Source: an optimization exercise on an open RTL-to-GDS flow (aim: small area, a short achievable clock period and few clock cycles per item). Production flows keep margins and buffers that such runs may drop. The RTL was checked by simulation tests, not by an equivalence proof against the original design. Power and IR drop assume default switching activity.

`flow/run.sh`:
```
#!/bin/bash
# synth_recipe.tcl (not shown) runs the flow's synth.tcl, then flattens the netlist and writes it again
# the make line also repeats each setting of config.mk as NAME=value (left out here)
make -C /OpenROAD-flow-scripts/flow DESIGN_CONFIG=/design/flow/config.mk WORK_HOME=/design/flow/orfs CLKGATE_MAP_FILE= SYNTH_SCRIPT=/design/flow/synth_recipe.tcl finish
```
`flow/config.mk`:
```
export PLATFORM = sky130hd
export DESIGN_NAME = int8_zero_point_matvec_core
export DESIGN_NICKNAME = int8_zero_point_matvec_core
export VERILOG_FILES = /design/flow/design.v
export SDC_FILE = /design/flow/constraint.sdc
export NUM_CORES = 4
export LEC_CHECK = 0
export ABC_CLOCK_PERIOD_IN_PS = 2500
export CAP_MARGIN = 20
export CORE_MARGIN = 2
export CORE_UTILIZATION = 55
export CTS_CLUSTER_DIAMETER = 80
export CTS_CLUSTER_SIZE = 24
export SETUP_SLACK_MARGIN = 2.2
export SLEW_MARGIN = 20
```
`flow/constraint.sdc`:
```
create_clock -name core_clock -period 4.6 [get_ports {clk}]
set_input_delay 0.9200 -clock core_clock [delete_from_list [all_inputs] [get_ports {clk}]]
set_output_delay 0.9200 -clock core_clock [all_outputs]
set_load 0.01 [all_outputs]
```
`flow/design.v`:
```
package zpmv_pkg;
  localparam int MAX_COLUMNS_DEF = 256;
  localparam int MAX_ROWS_DEF    = 256;
  localparam int CFG_ADDR_W      = 4;
  localparam int CFG_DATA_W      = 32;
  localparam int COUNT_W         = 9;
  localparam int RES_SLOTS       = 3;
endpackage
module zpmv_cfg (
  input  logic                            clk,
  input  logic                            rst,
  input  logic                            psel,
  input  logic                            penable,
  input  logic                            pwrite,
  input  logic [zpmv_pkg::CFG_ADDR_W-1:0] paddr,
  input  logic [zpmv_pkg::CFG_DATA_W-1:0] pwdata,
  output logic [zpmv_pkg::CFG_DATA_W-1:0] prdata,
  output logic                            pready,
  output logic [7:0]                      zero_point,
  output logic [7:0]                      cm1_d,     
  output logic [7:0]                      rm1_d      
);
  logic       wr;
  logic [8:0] rows_in_use;
  logic [8:0] columns_in_use;
  assign pready = 1'b1;
  assign wr     = psel && penable && pwrite;
  always_ff @(posedge clk) begin
    if (rst) begin
      zero_point     <= 8'd0;
      rows_in_use    <= 9'd1;
      columns_in_use <= 9'd1;
    end else if (wr) begin
      case (paddr[3:2])
        2'd0: zero_point     <= pwdata[7:0];
        2'd1: rows_in_use    <= pwdata[8:0];
        2'd2: columns_in_use <= pwdata[8:0];
        default: ;
      endcase
    end
  end
  always_comb begin
    case (paddr[3:2])
      2'd0:    prdata = {24'd0, zero_point};
      2'd1:    prdata = {23'd0, rows_in_use};
      2'd2:    prdata = {23'd0, columns_in_use};
      default: prdata = '0;
    endcase
  end
  logic [8:0] cols_m1;
  logic [8:0] rows_m1;
  assign cols_m1 = columns_in_use - 9'd1;
  assign rows_m1 = rows_in_use - 9'd1;
  always_ff @(posedge clk) begin
    cm1_d <= (columns_in_use == 9'd0) ? 8'd0 : columns_in_use[8] ? 8'd255 : cols_m1[7:0];
    rm1_d <= (rows_in_use == 9'd0) ? 8'd0 : rows_in_use[8] ? 8'd255 : rows_m1[7:0];
  end
endmodule
module zpmv_seq (
  input  logic        clk,
  input  logic        rst,
  input  logic        in_valid,
  output logic        in_ready,
  input  logic        in_mode,
  input  logic [7:0]  in_value,
  input  logic [7:0]  in_vector_index,
  input  logic        res_taken,           
  input  logic [7:0]  zero_point,          
  input  logic [7:0]  cm1_d,
  input  logic [7:0]  rm1_d,
  output logic [15:0] mem_we_hi_n,
  output logic [15:0] mem_we_lo_n,
  output logic [7:0]  mem_wdata,
  output logic [15:0] mem_rd_hi,
  output logic [15:0] mem_rd_lo,
  output logic        s1_valid,
  output logic [7:0]  s1_weight,
  output logic        s1_end,
  output logic [7:0]  s1_row,
  output logic        s1_last
);
  localparam int CR_W = $clog2(zpmv_pkg::RES_SLOTS + 1);
  logic            take;
  logic            s0_weight;
  logic [7:0]      s0_value;
  logic [7:0]      col_pos;
  logic [7:0]      row_pos;
  logic [15:0]     col_hi;
  logic [15:0]     col_lo;
  logic            col_end;
  logic            row_end;
  logic            take_w;
  logic            refund;
  logic [CR_W-1:0] credits;
  logic [CR_W-1:0] credits_nx;
  assign take   = in_valid && in_ready;
  assign take_w = take && in_mode;
  always_ff @(posedge clk) begin
    s0_value  <= in_value;
    mem_wdata <= in_value - zero_point;
    for (int i = 0; i < 16; i++) begin
      mem_we_lo_n[i] <= in_vector_index[3:0] != 4'(i);
    end
  end
  always_ff @(posedge clk) begin
    if (rst) begin
      s0_weight <= 1'b0;
      mem_we_hi_n <= '1;
    end else begin
      s0_weight <= take_w;
      for (int i = 0; i < 16; i++) begin
        mem_we_hi_n[i] <= !(take && !in_mode && in_vector_index[7:4] == 4'(i));
      end
    end
  end
  assign refund = s0_weight && !col_end;
  always_comb begin
    credits_nx = credits;
    if (take_w)    credits_nx = credits_nx - CR_W'(1);
    if (refund)    credits_nx = credits_nx + CR_W'(1);
    if (res_taken) credits_nx = credits_nx + CR_W'(1);
  end
  always_ff @(posedge clk) begin
    if (rst) begin
      credits  <= CR_W'(zpmv_pkg::RES_SLOTS);
      in_ready <= 1'b0;
    end else begin
      credits  <= credits_nx;
      in_ready <= credits_nx != '0;
    end
  end
  assign col_end = col_pos >= cm1_d;
  assign row_end = row_pos >= rm1_d;
  always_ff @(posedge clk) begin
    if (rst) begin
      col_pos <= '0;
      col_hi  <= 16'd1;
      col_lo  <= 16'd1;
      row_pos <= '0;
    end else if (s0_weight) begin
      if (!col_end) begin
        col_pos <= col_pos + 8'd1;
        col_lo  <= {col_lo[14:0], col_lo[15]};
        if (col_lo[15]) begin
          col_hi <= {col_hi[14:0], col_hi[15]};
        end
      end else begin
        col_pos <= '0;
        col_hi  <= 16'd1;
        col_lo  <= 16'd1;
        row_pos <= row_end ? 8'd0 : row_pos + 8'd1;
      end
    end
  end
  assign mem_rd_hi = col_hi;
  assign mem_rd_lo = col_lo;
  always_ff @(posedge clk) begin
    if (rst) begin
      s1_valid <= 1'b0;
    end else begin
      s1_valid <= s0_weight;
    end
  end
  always_ff @(posedge clk) begin
    s1_weight <= s0_weight ? s0_value : 8'd0;
    s1_end    <= col_end;
    s1_row    <= row_pos;
    s1_last   <= row_end;
  end
endmodule
module zpmv_vec_mem (
  input  logic        clk,
  input  logic [15:0] we_hi_n,    
  input  logic [15:0] we_lo_n,    
  input  logic [7:0]  wdata,
  input  logic [15:0] rd_hi,      
  input  logic [15:0] rd_lo,      
  output logic [7:0]  rdata
);
  logic [255:0][7:0] mem;
  logic [15:0][7:0]  grp;
  always_ff @(posedge clk) begin
    for (int h = 0; h < 16; h++) begin
      for (int l = 0; l < 16; l++) begin
        if (!(we_hi_n[h] || we_lo_n[l])) begin
          mem[h*16+l] <= wdata;
        end
      end
    end
  end
  always_comb begin
    for (int h = 0; h < 16; h++) begin
      grp[h] = '0;
      for (int l = 0; l < 16; l++) begin
        grp[h] = grp[h] | ({8{rd_lo[l]}} & mem[h*16+l]);
      end
    end
    rdata = '0;
    for (int h = 0; h < 16; h++) begin
      rdata = rdata | ({8{rd_hi[h]}} & grp[h]);
    end
  end
endmodule
module zpmv_mac (
  input  logic        clk,
  input  logic        rst,
  input  logic        s1_valid,
  input  logic [7:0]  s1_weight,
  input  logic [7:0]  s1_rdata,
  input  logic        s1_end,
  input  logic [7:0]  s1_row,
  input  logic        s1_last,
  output logic        res_taken,
  output logic        out_valid,
  input  logic        out_ready,
  output logic [15:0] row_sum,
  output logic [7:0]  row_number,
  output logic        last_row
);
  localparam int EW = 16 + 8 + 1;
  logic [7:0]  w;
  logic [7:0]  x;
  logic        s2_valid;
  logic        s2_end;
  logic [7:0]  s2_row;
  logic        s2_last;
  logic        s3_end;
  logic [7:0]  s3_row;
  logic        s3_last;
  logic        acc_clear;
  logic [15:0] acc_s;
  logic [15:0] acc_c;
  logic [15:0] acc_s_g;
  logic [15:0] acc_c_g;
  logic [15:0] acc_s_nx;
  logic [15:0] acc_c_nx;
  logic [15:0] sum;
  logic        push;
  logic [EW-1:0] pdata;
  assign w = s1_weight;
  assign x = s1_rdata;
  logic ta_1;
  logic ta_2;
  logic ta_3;
  logic ta_4;
  logic ta_5;
  logic ta_6;
  logic ta_7;
  logic ta_8;
  logic ta_9;
  logic ta_10;
  logic ta_11;
  logic ta_12;
  logic ta_13;
  logic ta_14;
  logic ta_15;
  logic ta_16;
  logic ta_17;
  logic ta_18;
  logic ta_19;
  logic ta_20;
  logic ta_21;
  logic ta_22;
  logic ta_23;
  logic ta_24;
  logic ta_25;
  logic ta_26;
  logic ta_27;
  logic ta_28;
  logic ta_29;
  logic ta_30;
  logic ta_31;
  logic ta_32;
  logic ta_33;
  logic ta_34;
  logic ta_35;
  logic ta_36;
  logic ta_37;
  logic ta_38;
  logic ta_39;
  logic ta_40;
  logic ta_41;
  logic ta_42;
  logic ta_43;
  logic ta_44;
  logic ta_45;
  logic ta_46;
  logic ta_47;
  logic ta_48;
  logic ta_49;
  logic ta_50;
  logic ta_51;
  logic ta_52;
  logic ta_53;
  logic ta_54;
  logic ta_55;
  logic ta_56;
  logic ta_57;
  logic ta_58;
  logic ta_59;
  logic ta_60;
  logic ta_61;
  logic ta_62;
  logic ta_63;
  logic ta_64;
  logic ta_65;
  logic ta_66;
  logic ta_67;
  logic ta_68;
  logic ta_69;
  logic ta_70;
  logic ta_71;
  logic ta_72;
  logic ta_73;
  logic ta_74;
  logic ta_75;
  logic ta_76;
  logic ta_77;
  logic ta_78;
  logic ta_79;
  logic ta_80;
  logic ta_81;
  logic ta_82;
  logic ta_83;
  logic ta_84;
  logic ta_85;
  logic ta_86;
  logic ta_87;
  logic ta_88;
  logic ta_89;
  logic ta_90;
  logic ta_91;
  logic ta_92;
  logic ta_93;
  logic ta_94;
  logic ta_95;
  logic ta_96;
  logic ta_97;
  logic ta_98;
  logic ta_99;
  logic ta_100;
  logic ta_101;
  logic ta_102;
  logic ta_103;
  logic ta_104;
  logic ta_105;
  logic ta_106;
  logic ta_107;
  logic ta_108;
  logic ta_109;
  logic ta_110;
  logic ta_111;
  logic ta_112;
  logic ta_113;
  logic ta_114;
  logic ta_115;
  logic ta_116;
  logic ta_117;
  logic ta_118;
  logic ta_119;
  logic ta_120;
  logic ta_121;
  logic ta_122;
  logic ta_123;
  logic ta_124;
  logic tb_1;
  logic tb_2;
  logic tb_3;
  logic tb_4;
  logic tb_5;
  logic tb_6;
  logic tb_7;
  logic tb_8;
  logic tb_9;
  logic tb_10;
  logic tb_11;
  logic tb_12;
  logic tb_13;
  logic tb_14;
  logic tb_15;
  logic tb_16;
  logic tb_17;
  logic tb_18;
  logic tb_19;
  logic tb_20;
  logic tb_21;
  logic tb_22;
  logic tb_23;
  logic tb_24;
  logic tb_25;
  logic tb_26;
  logic tb_27;
  logic tb_28;
  logic tb_29;
  logic tb_30;
  logic tb_31;
  logic tb_32;
  logic tb_33;
  logic tb_34;
  logic tb_35;
  logic tb_36;
  logic tb_37;
  logic tb_38;
  logic tb_39;
  logic tb_40;
  logic tb_41;
  logic tb_42;
  logic tb_43;
  logic tb_44;
  logic tb_45;
  logic tb_46;
  logic tb_47;
  logic tb_48;
  logic tb_49;
  logic tb_50;
  logic tb_51;
  logic tb_52;
  logic tb_53;
  logic tb_54;
  logic tb_55;
  logic tb_56;
  logic tb_57;
  logic tb_58;
  logic tb_59;
  logic tb_60;
  logic tb_61;
  logic tb_62;
  logic tb_63;
  logic tb_64;
  logic tb_65;
  logic tb_66;
  logic tb_67;
  logic tb_68;
  logic tb_69;
  logic tb_70;
  logic tb_71;
  logic tb_72;
  logic tb_73;
  logic tb_74;
  logic tb_75;
  logic tb_76;
  logic tb_77;
  logic tb_78;
  logic tb_79;
  logic tb_80;
  logic tb_81;
  logic tb_82;
  logic tb_83;
  logic tb_84;
  logic tb_85;
  logic tb_86;
  logic a_q_0_0;
  logic a_q_1_0;
  logic a_q_1_1;
  logic a_q_2_0;
  logic a_q_2_1;
  logic a_q_2_2;
  logic a_q_3_0;
  logic a_q_3_1;
  logic a_q_3_2;
  logic a_q_4_0;
  logic a_q_4_1;
  logic a_q_4_2;
  logic a_q_5_0;
  logic a_q_5_1;
  logic a_q_5_2;
  logic a_q_6_0;
  logic a_q_6_1;
  logic a_q_6_2;
  logic a_q_7_0;
  logic a_q_7_1;
  logic a_q_7_2;
  logic a_q_8_0;
  logic a_q_8_1;
  logic a_q_8_2;
  logic a_q_9_0;
  logic a_q_9_1;
  logic a_q_9_2;
  logic a_q_10_0;
  logic a_q_10_1;
  logic a_q_10_2;
  logic a_q_11_0;
  logic a_q_11_1;
  logic a_q_11_2;
  logic a_q_12_0;
  logic a_q_12_1;
  logic a_q_12_2;
  logic a_q_13_0;
  logic a_q_13_1;
  logic a_q_13_2;
  logic a_q_14_0;
  assign ta_1 = (w[0] & x[0]);
  assign ta_2 = (w[0] & x[1]);
  assign ta_3 = (w[1] & x[0]);
  assign ta_4 = (w[0] & x[2]);
  assign ta_5 = (w[1] & x[1]);
  assign ta_6 = (w[2] & x[0]);
  assign ta_7 = (w[0] & x[3]);
  assign ta_8 = (w[1] & x[2]);
  assign ta_9 = (w[2] & x[1]);
  assign ta_10 = (w[3] & x[0]);
  assign ta_11 = (w[0] & x[4]);
  assign ta_12 = (w[1] & x[3]);
  assign ta_13 = (w[2] & x[2]);
  assign ta_14 = (w[3] & x[1]);
  assign ta_15 = (w[4] & x[0]);
  assign ta_16 = (w[0] & x[5]);
  assign ta_17 = (w[1] & x[4]);
  assign ta_18 = (w[2] & x[3]);
  assign ta_19 = (w[3] & x[2]);
  assign ta_20 = (w[4] & x[1]);
  assign ta_21 = (w[5] & x[0]);
  assign ta_22 = (w[0] & x[6]);
  assign ta_23 = (w[1] & x[5]);
  assign ta_24 = (w[2] & x[4]);
  assign ta_25 = (w[3] & x[3]);
  assign ta_26 = (w[4] & x[2]);
  assign ta_27 = (w[5] & x[1]);
  assign ta_28 = (w[6] & x[0]);
  assign ta_29 = ~(w[0] & x[7]);
  assign ta_30 = (w[1] & x[6]);
  assign ta_31 = (w[2] & x[5]);
  assign ta_32 = (w[3] & x[4]);
  assign ta_33 = (w[4] & x[3]);
  assign ta_34 = (w[5] & x[2]);
  assign ta_35 = (w[6] & x[1]);
  assign ta_36 = ~(w[7] & x[0]);
  assign ta_37 = ~(w[1] & x[7]);
  assign ta_38 = (w[2] & x[6]);
  assign ta_39 = (w[3] & x[5]);
  assign ta_40 = (w[4] & x[4]);
  assign ta_41 = (w[5] & x[3]);
  assign ta_42 = (w[6] & x[2]);
  assign ta_43 = ~(w[7] & x[1]);
  assign ta_44 = ~(w[2] & x[7]);
  assign ta_45 = (w[3] & x[6]);
  assign ta_46 = (w[4] & x[5]);
  assign ta_47 = (w[5] & x[4]);
  assign ta_48 = (w[6] & x[3]);
  assign ta_49 = ~(w[7] & x[2]);
  assign ta_50 = ~(w[3] & x[7]);
  assign ta_51 = (w[4] & x[6]);
  assign ta_52 = (w[5] & x[5]);
  assign ta_53 = (w[6] & x[4]);
  assign ta_54 = ~(w[7] & x[3]);
  assign ta_55 = ~(w[4] & x[7]);
  assign ta_56 = (w[5] & x[6]);
  assign ta_57 = (w[6] & x[5]);
  assign ta_58 = ~(w[7] & x[4]);
  assign ta_59 = ~(w[5] & x[7]);
  assign ta_60 = (w[6] & x[6]);
  assign ta_61 = ~(w[7] & x[5]);
  assign ta_62 = ~(w[6] & x[7]);
  assign ta_63 = ~(w[7] & x[6]);
  assign ta_64 = (w[7] & x[7]);
  assign ta_65 = ta_22 ^ ta_23;
  assign ta_66 = ta_22 & ta_23;
  assign ta_67 = ta_29 ^ ta_30 ^ ta_31;
  assign ta_68 = (ta_29 & ta_30) | (ta_29 & ta_31) | (ta_30 & ta_31);
  assign ta_69 = ta_32 ^ ta_33;
  assign ta_70 = ta_32 & ta_33;
  assign ta_71 = ta_37 ^ ta_38 ^ ta_39;
  assign ta_72 = (ta_37 & ta_38) | (ta_37 & ta_39) | (ta_38 & ta_39);
  assign ta_73 = ta_40 ^ ta_41 ^ ta_42;
  assign ta_74 = (ta_40 & ta_41) | (ta_40 & ta_42) | (ta_41 & ta_42);
  assign ta_75 = ta_44 ^ ta_45 ^ ta_46;
  assign ta_76 = (ta_44 & ta_45) | (ta_44 & ta_46) | (ta_45 & ta_46);
  assign ta_77 = ta_11 ^ ta_12;
  assign ta_78 = ta_11 & ta_12;
  assign ta_79 = ta_16 ^ ta_17 ^ ta_18;
  assign ta_80 = (ta_16 & ta_17) | (ta_16 & ta_18) | (ta_17 & ta_18);
  assign ta_81 = ta_19 ^ ta_20;
  assign ta_82 = ta_19 & ta_20;
  assign ta_83 = ta_65 ^ ta_24 ^ ta_25;
  assign ta_84 = (ta_65 & ta_24) | (ta_65 & ta_25) | (ta_24 & ta_25);
  assign ta_85 = ta_26 ^ ta_27 ^ ta_28;
  assign ta_86 = (ta_26 & ta_27) | (ta_26 & ta_28) | (ta_27 & ta_28);
  assign ta_87 = ta_66 ^ ta_67 ^ ta_69;
  assign ta_88 = (ta_66 & ta_67) | (ta_66 & ta_69) | (ta_67 & ta_69);
  assign ta_89 = ta_34 ^ ta_35 ^ ta_36;
  assign ta_90 = (ta_34 & ta_35) | (ta_34 & ta_36) | (ta_35 & ta_36);
  assign ta_91 = ta_68 ^ ta_70 ^ ta_71;
  assign ta_92 = (ta_68 & ta_70) | (ta_68 & ta_71) | (ta_70 & ta_71);
  assign ta_93 = ta_73 ^ ta_43 ^ 1'b1;
  assign ta_94 = (ta_73 & ta_43) | (ta_73 & 1'b1) | (ta_43 & 1'b1);
  assign ta_95 = ta_72 ^ ta_74 ^ ta_75;
  assign ta_96 = (ta_72 & ta_74) | (ta_72 & ta_75) | (ta_74 & ta_75);
  assign ta_97 = ta_47 ^ ta_48 ^ ta_49;
  assign ta_98 = (ta_47 & ta_48) | (ta_47 & ta_49) | (ta_48 & ta_49);
  assign ta_99 = ta_76 ^ ta_50 ^ ta_51;
  assign ta_100 = (ta_76 & ta_50) | (ta_76 & ta_51) | (ta_50 & ta_51);
  assign ta_101 = ta_52 ^ ta_53 ^ ta_54;
  assign ta_102 = (ta_52 & ta_53) | (ta_52 & ta_54) | (ta_53 & ta_54);
  assign ta_103 = ta_55 ^ ta_56 ^ ta_57;
  assign ta_104 = (ta_55 & ta_56) | (ta_55 & ta_57) | (ta_56 & ta_57);
  assign ta_105 = ta_7 ^ ta_8;
  assign ta_106 = ta_7 & ta_8;
  assign ta_107 = ta_77 ^ ta_13 ^ ta_14;
  assign ta_108 = (ta_77 & ta_13) | (ta_77 & ta_14) | (ta_13 & ta_14);
  assign ta_109 = ta_78 ^ ta_79 ^ ta_81;
  assign ta_110 = (ta_78 & ta_79) | (ta_78 & ta_81) | (ta_79 & ta_81);
  assign ta_111 = ta_80 ^ ta_82 ^ ta_83;
  assign ta_112 = (ta_80 & ta_82) | (ta_80 & ta_83) | (ta_82 & ta_83);
  assign ta_113 = ta_84 ^ ta_86 ^ ta_87;
  assign ta_114 = (ta_84 & ta_86) | (ta_84 & ta_87) | (ta_86 & ta_87);
  assign ta_115 = ta_88 ^ ta_90 ^ ta_91;
  assign ta_116 = (ta_88 & ta_90) | (ta_88 & ta_91) | (ta_90 & ta_91);
  assign ta_117 = ta_92 ^ ta_94 ^ ta_95;
  assign ta_118 = (ta_92 & ta_94) | (ta_92 & ta_95) | (ta_94 & ta_95);
  assign ta_119 = ta_96 ^ ta_98 ^ ta_99;
  assign ta_120 = (ta_96 & ta_98) | (ta_96 & ta_99) | (ta_98 & ta_99);
  assign ta_121 = ta_100 ^ ta_102 ^ ta_103;
  assign ta_122 = (ta_100 & ta_102) | (ta_100 & ta_103) | (ta_102 & ta_103);
  assign ta_123 = ta_104 ^ ta_59 ^ ta_60;
  assign ta_124 = (ta_104 & ta_59) | (ta_104 & ta_60) | (ta_59 & ta_60);
  always_ff @(posedge clk) begin
    a_q_0_0 <= ta_1;
    a_q_1_0 <= ta_2;
    a_q_1_1 <= ta_3;
    a_q_2_0 <= ta_4;
    a_q_2_1 <= ta_5;
    a_q_2_2 <= ta_6;
    a_q_3_0 <= ta_105;
    a_q_3_1 <= ta_9;
    a_q_3_2 <= ta_10;
    a_q_4_0 <= ta_106;
    a_q_4_1 <= ta_107;
    a_q_4_2 <= ta_15;
    a_q_5_0 <= ta_108;
    a_q_5_1 <= ta_109;
    a_q_5_2 <= ta_21;
    a_q_6_0 <= ta_110;
    a_q_6_1 <= ta_111;
    a_q_6_2 <= ta_85;
    a_q_7_0 <= ta_112;
    a_q_7_1 <= ta_113;
    a_q_7_2 <= ta_89;
    a_q_8_0 <= ta_114;
    a_q_8_1 <= ta_115;
    a_q_8_2 <= ta_93;
    a_q_9_0 <= ta_116;
    a_q_9_1 <= ta_117;
    a_q_9_2 <= ta_97;
    a_q_10_0 <= ta_118;
    a_q_10_1 <= ta_119;
    a_q_10_2 <= ta_101;
    a_q_11_0 <= ta_120;
    a_q_11_1 <= ta_121;
    a_q_11_2 <= ta_58;
    a_q_12_0 <= ta_122;
    a_q_12_1 <= ta_123;
    a_q_12_2 <= ta_61;
    a_q_13_0 <= ta_124;
    a_q_13_1 <= ta_62;
    a_q_13_2 <= ta_63;
    a_q_14_0 <= ta_64;
    s2_end  <= s1_end;
    s2_row  <= s1_row;
    s2_last <= s1_last;
  end
  always_ff @(posedge clk) begin
    if (rst) begin
      s2_valid <= 1'b0;
    end else begin
      s2_valid <= s1_valid;
    end
  end
  assign acc_s_g = acc_clear ? 16'd0 : acc_s;
  assign acc_c_g = acc_clear ? 16'd0 : acc_c;
  assign tb_1 = acc_s_g[2] ^ acc_c_g[2];
  assign tb_2 = acc_s_g[2] & acc_c_g[2];
  assign tb_3 = acc_s_g[3] ^ acc_c_g[3] ^ a_q_3_0;
  assign tb_4 = (acc_s_g[3] & acc_c_g[3]) | (acc_s_g[3] & a_q_3_0) | (acc_c_g[3] & a_q_3_0);
  assign tb_5 = acc_s_g[4] ^ acc_c_g[4] ^ a_q_4_0;
  assign tb_6 = (acc_s_g[4] & acc_c_g[4]) | (acc_s_g[4] & a_q_4_0) | (acc_c_g[4] & a_q_4_0);
  assign tb_7 = acc_s_g[5] ^ acc_c_g[5] ^ a_q_5_0;
  assign tb_8 = (acc_s_g[5] & acc_c_g[5]) | (acc_s_g[5] & a_q_5_0) | (acc_c_g[5] & a_q_5_0);
  assign tb_9 = acc_s_g[6] ^ acc_c_g[6] ^ a_q_6_0;
  assign tb_10 = (acc_s_g[6] & acc_c_g[6]) | (acc_s_g[6] & a_q_6_0) | (acc_c_g[6] & a_q_6_0);
  assign tb_11 = acc_s_g[7] ^ acc_c_g[7] ^ a_q_7_0;
  assign tb_12 = (acc_s_g[7] & acc_c_g[7]) | (acc_s_g[7] & a_q_7_0) | (acc_c_g[7] & a_q_7_0);
  assign tb_13 = acc_s_g[8] ^ acc_c_g[8] ^ a_q_8_0;
  assign tb_14 = (acc_s_g[8] & acc_c_g[8]) | (acc_s_g[8] & a_q_8_0) | (acc_c_g[8] & a_q_8_0);
  assign tb_15 = acc_s_g[9] ^ acc_c_g[9] ^ a_q_9_0;
  assign tb_16 = (acc_s_g[9] & acc_c_g[9]) | (acc_s_g[9] & a_q_9_0) | (acc_c_g[9] & a_q_9_0);
  assign tb_17 = acc_s_g[10] ^ acc_c_g[10] ^ a_q_10_0;
  assign tb_18 = (acc_s_g[10] & acc_c_g[10]) | (acc_s_g[10] & a_q_10_0) | (acc_c_g[10] & a_q_10_0);
  assign tb_19 = acc_s_g[11] ^ acc_c_g[11] ^ a_q_11_0;
  assign tb_20 = (acc_s_g[11] & acc_c_g[11]) | (acc_s_g[11] & a_q_11_0) | (acc_c_g[11] & a_q_11_0);
  assign tb_21 = acc_s_g[12] ^ acc_c_g[12] ^ a_q_12_0;
  assign tb_22 = (acc_s_g[12] & acc_c_g[12]) | (acc_s_g[12] & a_q_12_0) | (acc_c_g[12] & a_q_12_0);
  assign tb_23 = acc_s_g[13] ^ acc_c_g[13] ^ a_q_13_0;
  assign tb_24 = (acc_s_g[13] & acc_c_g[13]) | (acc_s_g[13] & a_q_13_0) | (acc_c_g[13] & a_q_13_0);
  assign tb_25 = acc_s_g[1] ^ acc_c_g[1];
  assign tb_26 = acc_s_g[1] & acc_c_g[1];
  assign tb_27 = tb_1 ^ a_q_2_0 ^ a_q_2_1;
  assign tb_28 = (tb_1 & a_q_2_0) | (tb_1 & a_q_2_1) | (a_q_2_0 & a_q_2_1);
  assign tb_29 = tb_2 ^ tb_3 ^ a_q_3_1;
  assign tb_30 = (tb_2 & tb_3) | (tb_2 & a_q_3_1) | (tb_3 & a_q_3_1);
  assign tb_31 = tb_4 ^ tb_5 ^ a_q_4_1;
  assign tb_32 = (tb_4 & tb_5) | (tb_4 & a_q_4_1) | (tb_5 & a_q_4_1);
  assign tb_33 = tb_6 ^ tb_7 ^ a_q_5_1;
  assign tb_34 = (tb_6 & tb_7) | (tb_6 & a_q_5_1) | (tb_7 & a_q_5_1);
  assign tb_35 = tb_8 ^ tb_9 ^ a_q_6_1;
  assign tb_36 = (tb_8 & tb_9) | (tb_8 & a_q_6_1) | (tb_9 & a_q_6_1);
  assign tb_37 = tb_10 ^ tb_11 ^ a_q_7_1;
  assign tb_38 = (tb_10 & tb_11) | (tb_10 & a_q_7_1) | (tb_11 & a_q_7_1);
  assign tb_39 = tb_12 ^ tb_13 ^ a_q_8_1;
  assign tb_40 = (tb_12 & tb_13) | (tb_12 & a_q_8_1) | (tb_13 & a_q_8_1);
  assign tb_41 = tb_14 ^ tb_15 ^ a_q_9_1;
  assign tb_42 = (tb_14 & tb_15) | (tb_14 & a_q_9_1) | (tb_15 & a_q_9_1);
  assign tb_43 = tb_16 ^ tb_17 ^ a_q_10_1;
  assign tb_44 = (tb_16 & tb_17) | (tb_16 & a_q_10_1) | (tb_17 & a_q_10_1);
  assign tb_45 = tb_18 ^ tb_19 ^ a_q_11_1;
  assign tb_46 = (tb_18 & tb_19) | (tb_18 & a_q_11_1) | (tb_19 & a_q_11_1);
  assign tb_47 = tb_20 ^ tb_21 ^ a_q_12_1;
  assign tb_48 = (tb_20 & tb_21) | (tb_20 & a_q_12_1) | (tb_21 & a_q_12_1);
  assign tb_49 = tb_22 ^ tb_23 ^ a_q_13_1;
  assign tb_50 = (tb_22 & tb_23) | (tb_22 & a_q_13_1) | (tb_23 & a_q_13_1);
  assign tb_51 = tb_24 ^ acc_s_g[14] ^ acc_c_g[14];
  assign tb_52 = (tb_24 & acc_s_g[14]) | (tb_24 & acc_c_g[14]) | (acc_s_g[14] & acc_c_g[14]);
  assign tb_53 = acc_s_g[15] ^ acc_c_g[15];
  assign tb_54 = acc_s_g[15] & acc_c_g[15];
  assign tb_55 = acc_s_g[0] ^ acc_c_g[0];
  assign tb_56 = acc_s_g[0] & acc_c_g[0];
  assign tb_57 = tb_25 ^ a_q_1_0 ^ a_q_1_1;
  assign tb_58 = (tb_25 & a_q_1_0) | (tb_25 & a_q_1_1) | (a_q_1_0 & a_q_1_1);
  assign tb_59 = tb_26 ^ tb_27 ^ a_q_2_2;
  assign tb_60 = (tb_26 & tb_27) | (tb_26 & a_q_2_2) | (tb_27 & a_q_2_2);
  assign tb_61 = tb_28 ^ tb_29 ^ a_q_3_2;
  assign tb_62 = (tb_28 & tb_29) | (tb_28 & a_q_3_2) | (tb_29 & a_q_3_2);
  assign tb_63 = tb_30 ^ tb_31 ^ a_q_4_2;
  assign tb_64 = (tb_30 & tb_31) | (tb_30 & a_q_4_2) | (tb_31 & a_q_4_2);
  assign tb_65 = tb_32 ^ tb_33 ^ a_q_5_2;
  assign tb_66 = (tb_32 & tb_33) | (tb_32 & a_q_5_2) | (tb_33 & a_q_5_2);
  assign tb_67 = tb_34 ^ tb_35 ^ a_q_6_2;
  assign tb_68 = (tb_34 & tb_35) | (tb_34 & a_q_6_2) | (tb_35 & a_q_6_2);
  assign tb_69 = tb_36 ^ tb_37 ^ a_q_7_2;
  assign tb_70 = (tb_36 & tb_37) | (tb_36 & a_q_7_2) | (tb_37 & a_q_7_2);
  assign tb_71 = tb_38 ^ tb_39 ^ a_q_8_2;
  assign tb_72 = (tb_38 & tb_39) | (tb_38 & a_q_8_2) | (tb_39 & a_q_8_2);
  assign tb_73 = tb_40 ^ tb_41 ^ a_q_9_2;
  assign tb_74 = (tb_40 & tb_41) | (tb_40 & a_q_9_2) | (tb_41 & a_q_9_2);
  assign tb_75 = tb_42 ^ tb_43 ^ a_q_10_2;
  assign tb_76 = (tb_42 & tb_43) | (tb_42 & a_q_10_2) | (tb_43 & a_q_10_2);
  assign tb_77 = tb_44 ^ tb_45 ^ a_q_11_2;
  assign tb_78 = (tb_44 & tb_45) | (tb_44 & a_q_11_2) | (tb_45 & a_q_11_2);
  assign tb_79 = tb_46 ^ tb_47 ^ a_q_12_2;
  assign tb_80 = (tb_46 & tb_47) | (tb_46 & a_q_12_2) | (tb_47 & a_q_12_2);
  assign tb_81 = tb_48 ^ tb_49 ^ a_q_13_2;
  assign tb_82 = (tb_48 & tb_49) | (tb_48 & a_q_13_2) | (tb_49 & a_q_13_2);
  assign tb_83 = tb_50 ^ tb_51 ^ a_q_14_0;
  assign tb_84 = (tb_50 & tb_51) | (tb_50 & a_q_14_0) | (tb_51 & a_q_14_0);
  assign tb_85 = tb_52 ^ tb_53 ^ 1'b1;
  assign tb_86 = (tb_52 & tb_53) | (tb_52 & 1'b1) | (tb_53 & 1'b1);
  assign acc_s_nx[0] = tb_55;
  assign acc_c_nx[0] = a_q_0_0;
  assign acc_s_nx[1] = tb_56;
  assign acc_c_nx[1] = tb_57;
  assign acc_s_nx[2] = tb_58;
  assign acc_c_nx[2] = tb_59;
  assign acc_s_nx[3] = tb_60;
  assign acc_c_nx[3] = tb_61;
  assign acc_s_nx[4] = tb_62;
  assign acc_c_nx[4] = tb_63;
  assign acc_s_nx[5] = tb_64;
  assign acc_c_nx[5] = tb_65;
  assign acc_s_nx[6] = tb_66;
  assign acc_c_nx[6] = tb_67;
  assign acc_s_nx[7] = tb_68;
  assign acc_c_nx[7] = tb_69;
  assign acc_s_nx[8] = tb_70;
  assign acc_c_nx[8] = tb_71;
  assign acc_s_nx[9] = tb_72;
  assign acc_c_nx[9] = tb_73;
  assign acc_s_nx[10] = tb_74;
  assign acc_c_nx[10] = tb_75;
  assign acc_s_nx[11] = tb_76;
  assign acc_c_nx[11] = tb_77;
  assign acc_s_nx[12] = tb_78;
  assign acc_c_nx[12] = tb_79;
  assign acc_s_nx[13] = tb_80;
  assign acc_c_nx[13] = tb_81;
  assign acc_s_nx[14] = tb_82;
  assign acc_c_nx[14] = tb_83;
  assign acc_s_nx[15] = tb_84;
  assign acc_c_nx[15] = tb_85;
  always_ff @(posedge clk) begin
    acc_s <= acc_s_nx;
    acc_c <= acc_c_nx;
  end
  always_ff @(posedge clk) begin
    if (rst) begin
      acc_clear <= 1'b1;
      push      <= 1'b0;
    end else begin
      if (s2_valid) acc_clear <= s2_end;
      push <= s2_valid && s2_end;
    end
  end
  always_ff @(posedge clk) begin
    s3_row  <= s2_row;
    s3_last <= s2_last;
  end
  assign sum   = acc_s + acc_c;
  assign pdata = {sum, s3_row, s3_last};
  logic [EW-1:0] q0, q1, q2;
  logic [2:0]    qv;
  logic          deq;
  assign deq       = qv[0] && out_ready;
  assign res_taken = deq;
  always_ff @(posedge clk) begin
    if (rst) begin
      qv <= '0;
    end else begin
      if (deq) begin
        qv[0] <= qv[1] || push;
        qv[1] <= qv[2] || (qv[1] && push);
        qv[2] <= qv[2] && push;
      end else begin
        qv[0] <= qv[0] || push;
        qv[1] <= qv[1] || (qv[0] && push);
        qv[2] <= qv[2] || (qv[1] && push);
      end
    end
  end
  always_ff @(posedge clk) begin
    if (deq) begin
      q0 <= qv[1] ? q1 : pdata;
      q1 <= qv[2] ? q2 : pdata;
      q2 <= pdata;
    end else begin
      if (!qv[0])          q0 <= pdata;
      if (qv[0] && !qv[1]) q1 <= pdata;
      if (qv[1] && !qv[2]) q2 <= pdata;
    end
  end
  assign out_valid  = qv[0];
  assign row_sum    = q0[EW-1:9];
  assign row_number = q0[8:1];
  assign last_row   = q0[0];
endmodule
module int8_zero_point_matvec_core #(
  parameter int MAX_COLUMNS = zpmv_pkg::MAX_COLUMNS_DEF,
  parameter int MAX_ROWS    = zpmv_pkg::MAX_ROWS_DEF
) (
  input  logic                            clk,
  input  logic                            rst,
  input  logic                            in_valid,
  output logic                            in_ready,
  input  logic                            in_mode,
  input  logic signed [7:0]               in_value,
  input  logic [7:0]                      in_vector_index,
  output logic                            out_valid,
  input  logic                            out_ready,
  output logic signed [15:0]              out_row_sum,
  output logic [7:0]                      out_row_number,
  output logic                            out_last_row,
  input  logic                            psel,
  input  logic                            penable,
  input  logic                            pwrite,
  input  logic [zpmv_pkg::CFG_ADDR_W-1:0] paddr,
  input  logic [zpmv_pkg::CFG_DATA_W-1:0] pwdata,
  output logic [zpmv_pkg::CFG_DATA_W-1:0] prdata,
  output logic                            pready
);
  logic [7:0]  zero_point;
  logic [7:0]  cm1_d;
  logic [7:0]  rm1_d;
  logic        res_taken;
  logic [15:0] mem_we_hi_n;
  logic [15:0] mem_we_lo_n;
  logic [7:0]  mem_wdata;
  logic [15:0] mem_rd_hi;
  logic [15:0] mem_rd_lo;
  logic [7:0]  mem_rdata;
  logic        s1_valid;
  logic [7:0]  s1_weight;
  logic        s1_end;
  logic [7:0]  s1_row;
  logic        s1_last;
  logic [7:0]  s1_rdata;
  zpmv_cfg u_cfg (
    .clk     (clk),
    .rst     (rst),
    .psel    (psel),
    .penable (penable),
    .pwrite  (pwrite),
    .paddr   (paddr),
    .pwdata  (pwdata),
    .prdata  (prdata),
    .pready  (pready),
    .zero_point (zero_point),
    .cm1_d   (cm1_d),
    .rm1_d   (rm1_d)
  );
  zpmv_seq u_seq (
    .clk             (clk),
    .rst             (rst),
    .in_valid        (in_valid),
    .in_ready        (in_ready),
    .in_mode         (in_mode),
    .in_value        (in_value),
    .in_vector_index (in_vector_index),
    .res_taken       (res_taken),
    .zero_point      (zero_point),
    .cm1_d           (cm1_d),
    .rm1_d           (rm1_d),
    .mem_we_hi_n     (mem_we_hi_n),
    .mem_we_lo_n     (mem_we_lo_n),
    .mem_wdata       (mem_wdata),
    .mem_rd_hi       (mem_rd_hi),
    .mem_rd_lo       (mem_rd_lo),
    .s1_valid        (s1_valid),
    .s1_weight       (s1_weight),
    .s1_end          (s1_end),
    .s1_row          (s1_row),
    .s1_last         (s1_last)
  );
  zpmv_vec_mem u_mem (
    .clk   (clk),
    .we_hi_n (mem_we_hi_n),
    .we_lo_n (mem_we_lo_n),
    .wdata (mem_wdata),
    .rd_hi (mem_rd_hi),
    .rd_lo (mem_rd_lo),
    .rdata (mem_rdata)
  );
  always_ff @(posedge clk) begin
    s1_rdata <= mem_rdata;
  end
  zpmv_mac u_mac (
    .clk        (clk),
    .rst        (rst),
    .s1_valid   (s1_valid),
    .s1_weight  (s1_weight),
    .s1_rdata   (s1_rdata),
    .s1_end     (s1_end),
    .s1_row     (s1_row),
    .s1_last    (s1_last),
    .res_taken  (res_taken),
    .out_valid  (out_valid),
    .out_ready  (out_ready),
    .row_sum    (out_row_sum),
    .row_number (out_row_number),
    .last_row   (out_last_row)
  );
endmodule
```
==> flow_summary.toml <==
[run_status]
outcome = "timing/DRC/antenna clean"

[routing]
drt_wl_total_mm = 279
drtPass1Iterations = 6
vias = 52487
routed_via_density = 6.87
drt_iter0_markers = 8437
post-route-drc-count = 0
post_drt_wl_per_cell_um = 36.5
ant_nets = 0

[placement]
post-dp-hpwl_mm = 152
placed_area_um2 = 91500
place_congestion = 0.863
port_buffers = 70

[timing]
rsz0062_at_grt = "yes"
fmax_mhz = 381
period_share = 0.570
clock_skew_ps = 55.8
finalMaxSlewViolations = 0
worst_slew_pin_slew_ps = 1250
setup_viol = 0
hold_viol = 0
period_minus_slack_ps = 2620
fin_tns_setup_ps = 0
max_slew_margin = 0.164

[power_and_ir_drop]
switching_share = 0.217
netSwitchingPower_w = 0.00827
power_frac_seq = 0.639
p_leak_nw = 31.6
power.share.clock = 0.320
power_w = 0.0381
p_int_w = 0.0298
power_density_nw_per_um2 = 383
p_comb_frac = 0.041
vdd_drop_max_v = 0.000342

[clock_tree]
clockBufferDepth = 3
numCtsBuffers = 117
path_clk_slew_ps = 100
postCtsHoldBufs = 0
clk_latency_ps = 800
root_buffer = "clkbuf_16"
cts_tree = "yes"
htreeDepth = 3
clkSinkCount = 2389

[yosys]
ys_top_cells_by_area = "edfxtp_1 (72%), dfxtp_1 (6.0%), a221oi_1 (3.8%)"
syn-instance-count = 5299
synth-edff-count = 2123
synth_warnings = 5
ys_async_sr_fraction = 0
syn_avg_cell_area_um2 = 16.7
synth_top_area_frac = 0.722
yosysUniqueCellTypes = 59
synthFlopType = "edfxtp_1"
ys_ff_latch = 2389
ys_seq_area_frac = 0.783
syn_area_um2 = 88300
synth_top_cell_by_area = "edfxtp_1"

[floorplanning]
design.core.area_um2 = 160000
dieHeight_um = 405
start_util = 0.552
rows = 147
design.portCount = 120
die_w_um = 405
dieArea_um2 = 164000

[grt]
antenna_found_initial = 16
grt_pass1_wl_mm = 383
grt_max_degree = 161
grt_use_total = 0.335
grt_pass1_vias = 49328
overflow = 0

[final_layout]
areaGrowthSynthToFinish_pct = 12.6
fin_area_um2 = 99400
fin_nets = 5626
drive_gt1_frac = 0.136

[worst_setup_path]
critPathRequiredTime_ps = 5260
r2r_start = "u_seq.col_lo[1]$_SDFFE_PP0P_"
path_depth = 7
cp.arrival_ps = 3280
cp_num_buf_inv = 1
crit_chain = "buf_16 -> a22o_1 -> a221oi_2 -> nand4_1 -> a22o_1 -> a221oi_2 -> nand4_1"
cp-start-kind = "register"
crit_slowest_cell = "nand4_1"
crit_start = "u_seq.col_lo[1]$_SDFFE_PP0P_"
cp_max_fo = 20
crit_family = "compound AO/OA/AOI/OAI gates"
r2r_setup_slack_ps = 1980
max_stage_delay_ps = 470
endpoint = "s1_rdata[6]$_DFF_P_"
crit-reg2reg-capture = "s1_rdata[6]$_DFF_P_"
end_kind = "register"
critPathKind = "register to register"
r2r_cells = 7

[hold_path]
hold_class = "register to register"

[job]
drv_cap = 0
-- power by group through the flow --
stage | registers [W] | clock network (W) | logic (W)
finish | 0.0243 | 0.0122 | 0.00157
global route | 0.0243 | 0.0129 | 0.00169
CTS | 0.0243 | 0.0122 | 0.00150
detailed placement | 0.0248 | 0 | 0.00137
global placement | 0.0248 | 0 | 0.00134
floorplan | 0.0250 | 0 | 0.000514
-- routing by layer --
layer / global-route usage / wire, um / up-vias
li1: - / - / 21440
met1: 0.478 / 107000 / 27201
met2: 0.510 / 126000 / 3319
met3: 0.0704 / 32300 / 521
met4: 0.133 / 13200 / 6
met5: 0 / 36 / -
-- cells by family after synthesis --
logic type,count (synthesis),synth area share
mux,19,0.00218
fa+ha+maj,115,0.0217
xor+xnor,41,0.00422
other cells,2,0.0000851
flops,2389,0.783
simple gates,1005,0.0534
buf+inv,449,0.0206
compound gates,1279,0.115
-- layout by cell type (no fill, tap or decap), drive strengths merged, types with 5 or more instances in the layout --
cell type	Yosys	layout
nor3	12	12
o211ai	5	5
ha	51	51
nor2b	42	43
a21oi	78	78
edfxtp	2123	2123
o21ai	86	86
buf	126	305
clkinv	0	14
a22o	367	367
a22oi	329	329
xnor2	23	23
mux2i	17	17
a211oi	5	5
nand2b	15	15
fa	64	64
dfxtp	266	266
dlygate4sd2	0	8
nor2	336	336
a221oi	381	381
and3	9	10
clkbuf	242	190
a31oi	6	6
nand3	114	114
or3	6	6
xor2	17	17
nand4	148	148
bufbuf	0	11
and2	61	61
a21o	5	5
clkdlybuf4s50	0	30
nand2	246	246
clkdlybuf4s15	0	18
conb	2	24
inv	81	89
-- repair_timing --
action / 4_1_cts / 5_1_grt
setup endpoints to repair: 120 / 82
pin swaps: 96 / 67
gates resized for setup: 405 / 91
setup buffers: 131 / 19
cloned: 19 / 4
-- synthesized netlist by cell type, types with 11 or more instances --
cell type,n
buf_1,72
dfxtp_1,266
a22o_1,367
nor2b_1,42
o21ai_0,81
fa_1,64
nand4_1,148
and2_1,61
clkbuf_1,242
ha_1,51
mux2i_1,17
nor2_1,336
buf_4,25
nand2b_1,15
xor2_1,17
buf_2,29
a221oi_1,381
edfxtp_1,2123
inv_1,80
a21oi_1,77
xnor2_1,23
nand2_1,246
a22oi_1,329
nand3_1,114
nor3_1,11
-- layout make-up --
cell class	count	area, um^2
clock inverters	30	354
flip-flops and latches	2389	69200
multi-input cells	2485	18800
inverters	81	304
well taps	2086	2610
clock buffers	186	3330
fillers	11570	60600
diodes	2	5.00
repair buffers	377	4800
-- flip-flops by register name, summed over array words and instances, names as in the netlist, 16 cells and up --
name	count
u_seq.col_lo	16
u_seq.mem_we_lo_n	16
u_mac.acc_s	16
u_mac.acc_c	16
u_mac.q0	25
u_seq.col_hi	16
u_seq.mem_we_hi_n	16
u_mem.mem	2048
u_mac.q2	25
u_mac.q1	25
-- per-stage QoR --
| stage | worst slack [ps] | hold slack (ps) | cells | utilization |
|---|---|---|---|---|
| 2_1_floorplan | 2220 | 310 | 5321 | - |
| 3_5_place_dp | 813 | 313 | 7240 | 0.572 |
| 4_1_cts | 1990 | 328 | 7606 | 0.616 |
| 3_3_place_gp | 812 | 311 | 7238 | 0.572 |
| 6_report | 1980 | 323 | 7636 | 0.621 |
| 5_1_grt | 2000 | 337 | 7634 | 0.621 |
-- worst min path at each step --
stage                                       start                 endpoint  slack [ps]  cells after the start
after detailed placement  u_seq.s1_row[3]$_DFF_P_  u_mac.s2_row[3]$_DFF_P_         310                      0
after global routing      u_seq.s1_row[3]$_DFF_P_  u_mac.s2_row[3]$_DFF_P_         340                      0
after floorplan             u_mac.a_q_0_0$_DFF_P_   u_mac.acc_c[0]$_DFF_P_         310                      0
after global placement    u_mac.s2_row[7]$_DFF_P_  u_mac.s3_row[7]$_DFF_P_         310                      0
final                       u_seq.s1_last$_DFF_P_    u_mac.s2_last$_DFF_P_         320                      0
after CTS                   u_seq.s1_last$_DFF_P_    u_mac.s2_last$_DFF_P_         330                      0
Testbench counts, summed over its fixed seeds: cycles 126,983, items 126,647.

## static timing again, ports no longer ideal
Ports are ideal in the flow. The routed layout listed here was re-timed in OpenROAD. Step 1 (the two cells are an assumption about what drives the block):
set clk [get_ports {clk}]
set_driving_cell -lib_cell sky130_fd_sc_hd__clkbuf_16 $clk
set_driving_cell -lib_cell sky130_fd_sc_hd__buf_2 [delete_from_list [all_inputs] $clk]
Step 2 also shifts input and output timing later by t, the mid clock arrival at the registers, as if the neighbouring blocks saw the same clock. Slacks: ideal / step 1 / step 2; pairs: ideal / step 1.
t, ns: 0.869
setup slack, ns: 1.978 / 1.978 / 1.525
pins driven straight from the clock port: 1
After both steps this run still meets setup and hold. The setup slack of this run moves by 0.000 ns with the drivers and by -0.453 ns with both steps.
